From an optimization exercise on the open Yosys and OpenROAD flow, aimed at small area and a short achievable clock period; shortcuts taken in it are not production practice.
Where RTL was checked, it was by simulation tests only, not by an equivalence proof against the original.
Power is estimated from default activity; no workload was simulated.

==> inputs of 01-21 <==
// fmultiplier
module fmultiplier (
  input  logic        clk,
  input  logic        reset_n,
  input  logic [31:0] A,
  input  logic [31:0] B,
  output logic [31:0] result,
  output logic        exception
);
  ...
clock: 10.0 ns
lec_check: 0
cap_margin: 20
core_margin: 2
core_utilization: 65
cts_buf_list: sky130_fd_sc_hd__clkbuf_4 sky130_fd_sc_hd__clkbuf_8
place_density: 0.75
setup_slack_margin: 4.5
slew_margin: 20
standard.sh (not shown) runs the stock make flow with config.mk's settings and CLKGATE_MAP_FILE= SYNTH_SCRIPT=/design/flow/synth_recipe.tcl, a recipe that flattens the netlist after the stock synthesis.
==> flow/flow/run.sh <==
#!/bin/bash
# Own layout flow: the standard layout (standard.sh), with the synthesis
# script changed by flow/mksynth.sh (the design's full/half-adder modules mapped
# onto the library's adder cells; no early abc -fast) and with Yosys's own
# full-adder extraction off (ADDER_MAP_FILE empty), since the design's adders
# are already cells. Extra make variables, if any, come from flow/make_args.
# Registers, their names and all steps after synthesis are the standard flow's.
set -euo pipefail
W=$PWD
bash flow/mksynth.sh "$W/synth_recipe.tcl" "$W" > flow_mksynth.log 2>&1
sed -e "s#$W/synth_recipe.tcl#$W/flow_synth.tcl#" standard.sh > flow_standard.sh
grep -q flow_synth.tcl flow_standard.sh
args=(ADDER_MAP_FILE=)
if [[ -f flow/make_args ]]; then
  while read -r a; do [[ -n "$a" ]] && args+=("$a"); done < flow/make_args
fi
echo "make args: ${args[*]}" > flow_make.log
bash flow_standard.sh "${args[@]}" finish >> flow_make.log 2>&1
==> flow/flow/make_args <==
BUFFER_PORTS_ARGS=-buffer_cell sky130_fd_sc_hd__buf_4
==> flow/flow/mksynth.sh <==
#!/bin/bash
# usage: mksynth.sh FLOW_SYNTH_TCL OUTDIR
# Writes OUTDIR/flow_synth.tcl and OUTDIR/flow_synth_core.tcl: the standard flow's synthesis
# script (ORFS synthesis without fsm/share, then flatten and rename) with two
# changes: each fmul_fa / fmul_ha instance of the design becomes the library's
# full / half adder cell (the modules have the cells' pin names and functions),
# and Yosys's synth runs without its early "abc -fast" pass.
set -euo pipefail
src=$1; out=$2
core=$out/flow_synth_core.tcl
awk -v fa="${FA_CELL:-sky130_fd_sc_hd__fa_1}" '
  { print }
  /^hierarchy -check -top \$::env\(DESIGN_NAME\)$/ && !done {
    print "# map the design'"'"'s full-adder modules onto the library cell"
    print "chtype -map fmul_fa " fa
    print "chtype -map fmul_ha sky130_fd_sc_hd__ha_1"
    print "read_liberty -overwrite -setattr liberty_cell -lib {*}$::env(LIB_FILES)"
    print "hierarchy -check -top $::env(DESIGN_NAME)"
    done = 1
  }' "$FLOW_HOME/scripts/synth.tcl" > "$core"
grep -q "chtype -map fmul_fa" "$core"
sed -e 's/yosys synth -nofsm -noshare /yosys synth -nofsm -noshare -noabc /' \
    -e "s#source \$::env(SCRIPTS_DIR)/synth.tcl#source $core#" "$src" > "$out/flow_synth.tcl"
grep -q -- "-noabc" "$out/flow_synth.tcl"
grep -q "$core" "$out/flow_synth.tcl"
==> inputs of 04-28, as changes to 01-21 <==
--- a/flow/design.v
+++ b/flow/design.v
@@ -1317,71 +1317,63 @@
   logic [24:0] a1;
   assign a0 = p[47:24];
   assign h  = {t[47:25] ^ g[46:24], t[24] ^ gg[6][23]};
   always_comb begin
     hp[0] = 1'b1;
     for (int i = 1; i < 24; i++) hp[i] = hp[i-1] & h[i-1];
   end
   assign a1 = {hp[23] & h[23], a0 ^ hp};
-  logic        norm, rnd1, rnd0;
-  logic [22:0] frac;
-  logic [1:0]  inc;    
+  logic norm, rnd1, rnd0;
   assign norm = p[47];
   assign rnd1 = p[23] & (p[22] | p[21] | sticky | p[24]);
   assign rnd0 = p[22] & (p[21] | sticky | p[23]);
-  always_comb begin
-    if (norm) begin
-      frac = rnd1 ? a1[22:0] : a0[22:0];
-      inc  = (rnd1 & a1[24]) ? 2'd2 : 2'd1;
-    end else begin
-      if (!rnd0)       frac = {a0[21:0], p[23]};
-      else if (!p[23]) frac = {a0[21:0], 1'b1};
-      else             frac = {a1[21:0], 1'b0};
-      inc  = (rnd0 & p[23] & a1[23]) ? 2'd1 : 2'd0;
-    end
-  end
   logic signed [9:0] e0, e1, e2;
   logic uf0, uf1, uf2, of0, of1, of2;
   assign e0  = exp_q;
   assign e1  = exp_q + 10'd1;
   assign e2  = exp_q + 10'd2;
   assign uf0 = e0 <= 10'sd0;
   assign uf1 = e1 <= 10'sd0;
   assign uf2 = e2 <= 10'sd0;
   assign of0 = e0 >= 10'sd255;
   assign of1 = e1 >= 10'sd255;
   assign of2 = e2 >= 10'sd255;
-  logic       uf, of;
-  logic [7:0] ef;
+  logic [22:0] frac_n1, frac_n0;
+  logic        up_n1, up_n0, uf_n1, uf_n0, of_n1, of_n0;
+  logic [7:0]  ef_n1, ef_n0;
+  assign frac_n1 = rnd1 ? a1[22:0] : a0[22:0];
+  assign up_n1   = rnd1 & a1[24];
+  assign uf_n1   = up_n1 ? uf2 : uf1;
+  assign of_n1   = up_n1 ? of2 : of1;
+  assign ef_n1   = up_n1 ? e2[7:0] : e1[7:0];
   always_comb begin
-    case (inc)
-      2'd0:    begin uf = uf0; of = of0; ef = e0[7:0]; end
-      2'd1:    begin uf = uf1; of = of1; ef = e1[7:0]; end
-      default: begin uf = uf2; of = of2; ef = e2[7:0]; end
-    endcase
+    if (!rnd0)       frac_n0 = {a0[21:0], p[23]};
+    else if (!p[23]) frac_n0 = {a0[21:0], 1'b1};
+    else             frac_n0 = {a1[21:0], 1'b0};
   end
+  assign up_n0 = rnd0 & p[23] & a1[23];
+  assign uf_n0 = up_n0 ? uf1 : uf0;
+  assign of_n0 = up_n0 ? of1 : of0;
+  assign ef_n0 = up_n0 ? e1[7:0] : e0[7:0];
+  logic [30:0] mag_n1, mag_n0;
+  assign mag_n1 = (zero_q | uf_n1) ? 31'd0 : of_n1 ? {8'hFF, 23'd0} : {ef_n1, frac_n1};
+  assign mag_n0 = (zero_q | uf_n0) ? 31'd0 : of_n0 ? {8'hFF, 23'd0} : {ef_n0, frac_n0};
   logic [31:0] result_d;
   logic        exception_d;
   always_comb begin
-    result_d    = 32'h0000_0000;
-    exception_d = 1'b0;
     if (nan_q) begin
       result_d    = 32'h7FC0_0000;
       exception_d = 1'b1;
     end else if (inf_q) begin
       result_d    = {sign_q, 8'hFF, 23'd0};
       exception_d = 1'b1;
-    end else if (zero_q | uf) begin
-      result_d = {sign_q, 31'd0};
-    end else if (of) begin
-      result_d    = {sign_q, 8'hFF, 23'd0};
-      exception_d = 1'b1;
     end else begin
-      result_d = {sign_q, ef, frac};
+      result_d    = {sign_q, norm ? mag_n1 : mag_n0};
+      exception_d = ~zero_q & (norm ? of_n1 : of_n0);
     end
   end
   always_ff @(posedge clk or negedge reset_n) begin
     if (!reset_n) begin
       result    <= 32'h0000_0000;
       exception <= 1'b0;
     end else begin
       result    <= result_d;
==> flow/flow/make_args (replaced) <==
BUFFER_PORTS_ARGS=-buffer_cell sky130_fd_sc_hd__buf_2
==> flow/flow/mksynth.sh (replaced) <==
#!/bin/bash
# usage: mksynth.sh FLOW_SYNTH_TCL OUTDIR
# Writes OUTDIR/flow_synth.tcl and OUTDIR/flow_synth_core.tcl: the standard flow's synthesis
# script (ORFS synthesis without fsm/share, then flatten and rename) with two
# changes: each fmul_fa / fmul_ha / fmul_aoi22 / fmul_xor2 instance of the
# design becomes the library's fa / ha / a22oi / xor2 cell (the modules have the
# cells' pin names and functions),
# and Yosys's synth runs without its early "abc -fast" pass.
set -euo pipefail
src=$1; out=$2
core=$out/flow_synth_core.tcl
awk -v fa="${FA_CELL:-sky130_fd_sc_hd__fa_1}" '
  { print }
  /^hierarchy -check -top \$::env\(DESIGN_NAME\)$/ && !done {
    print "# map the design'"'"'s full-adder modules onto the library cell"
    print "chtype -map fmul_fa " fa
    print "chtype -map fmul_ha sky130_fd_sc_hd__ha_1"
    print "chtype -map fmul_aoi22 sky130_fd_sc_hd__a22oi_1"
    print "chtype -map fmul_xor2 sky130_fd_sc_hd__xor2_1"
    print "read_liberty -overwrite -setattr liberty_cell -lib {*}$::env(LIB_FILES)"
    print "hierarchy -check -top $::env(DESIGN_NAME)"
    done = 1
  }' "$FLOW_HOME/scripts/synth.tcl" > "$core"
grep -q "chtype -map fmul_fa" "$core"
sed -e 's/yosys synth -nofsm -noshare /yosys synth -nofsm -noshare -noabc /' \
    -e "s#source \$::env(SCRIPTS_DIR)/synth.tcl#source $core#" "$src" > "$out/flow_synth.tcl"
grep -q -- "-noabc" "$out/flow_synth.tcl"
grep -q "$core" "$out/flow_synth.tcl"
CORE_UTILIZATION = 70   (was 65)
PLACE_DENSITY = 0.8   (was 0.75)
==> comparison <==
In 01-21 the maximum frequency is larger than in 04-28, by 2.5%.
Against 04-28, the clock power of 01-21 is smaller by 18%.
Between 04-28 and 01-21, the lower hold slack is in 04-28 (gap 0.013 ns).
In 04-28 the clock-buffer cell count is higher than in 01-21, by 1.
Of 01-21 and 04-28, 04-28 has the higher utilization (gap 4.4 points).
Between 01-21 and 04-28, the lower die area is in 04-28 (gap 7.4%, measured against 04-28).
In critical path depth, 01-21 and 04-28 do not differ.
==> figures <==
	01-21	04-28
Result of the run	complete, no violations	complete, no violations
Number of fill cells in the layout	2296	2041
Post-synthesis cell area	20300 um^2	20300 um^2
Final worst hold slack	0.496 ns	0.483 ns
Data arrival at the endpoint of the critical path	5.56 ns	5.72 ns
Number of vias in the routed layout	15269	15662
Worst Setup Slack post-DPL	4.34 ns	4.20 ns
Die X	181 um	174 um
Avg Synthesized Cell Area	9.87 um^2	9.90 um^2
Met1 track demand over resource	50.0%	50.2%
Number of DRC markers in iteration 0	1835	1508
Tcrit/Tclk final	52.3%	53.6%
Clock Skew	0.0195 ns	0.0179 ns
Final layout net count	2591	2592
Post-Synthesis Cells	2054	2050
Final area over synthesized area	1.047x	1.038x
The RTL of 04-28 was laid out without a check of its function.

[separate check: timing with driven ports]
The results above use ideal ports. As a check the final layouts listed here were re-extracted and re-timed, cells and wires unchanged. Step 1 sets driving cells, clkbuf_16 on the clock port and buf_2 on the other inputs (assumed; they add their load-dependent delay and slew). Step 2 also shifts input and output timing later by t, the mid clock arrival at the registers, as if the neighbouring blocks saw the same clock. Three values: ideal ports, drivers, drivers and shift; two values: the first two.
run	t (ns)	setup WS [ns]	clock arrival spread, ns
01-21	0.515	4.768 / 4.773 / 4.258	0.026 / 0.026
04-28	0.526	4.636 / 4.654 / 4.129	0.023 / 0.023
After both steps every run listed still meets setup and hold. For 01-21, which loses most, drivers alone change the setup slack by +0.005 ns; drivers and shift together by -0.510 ns.
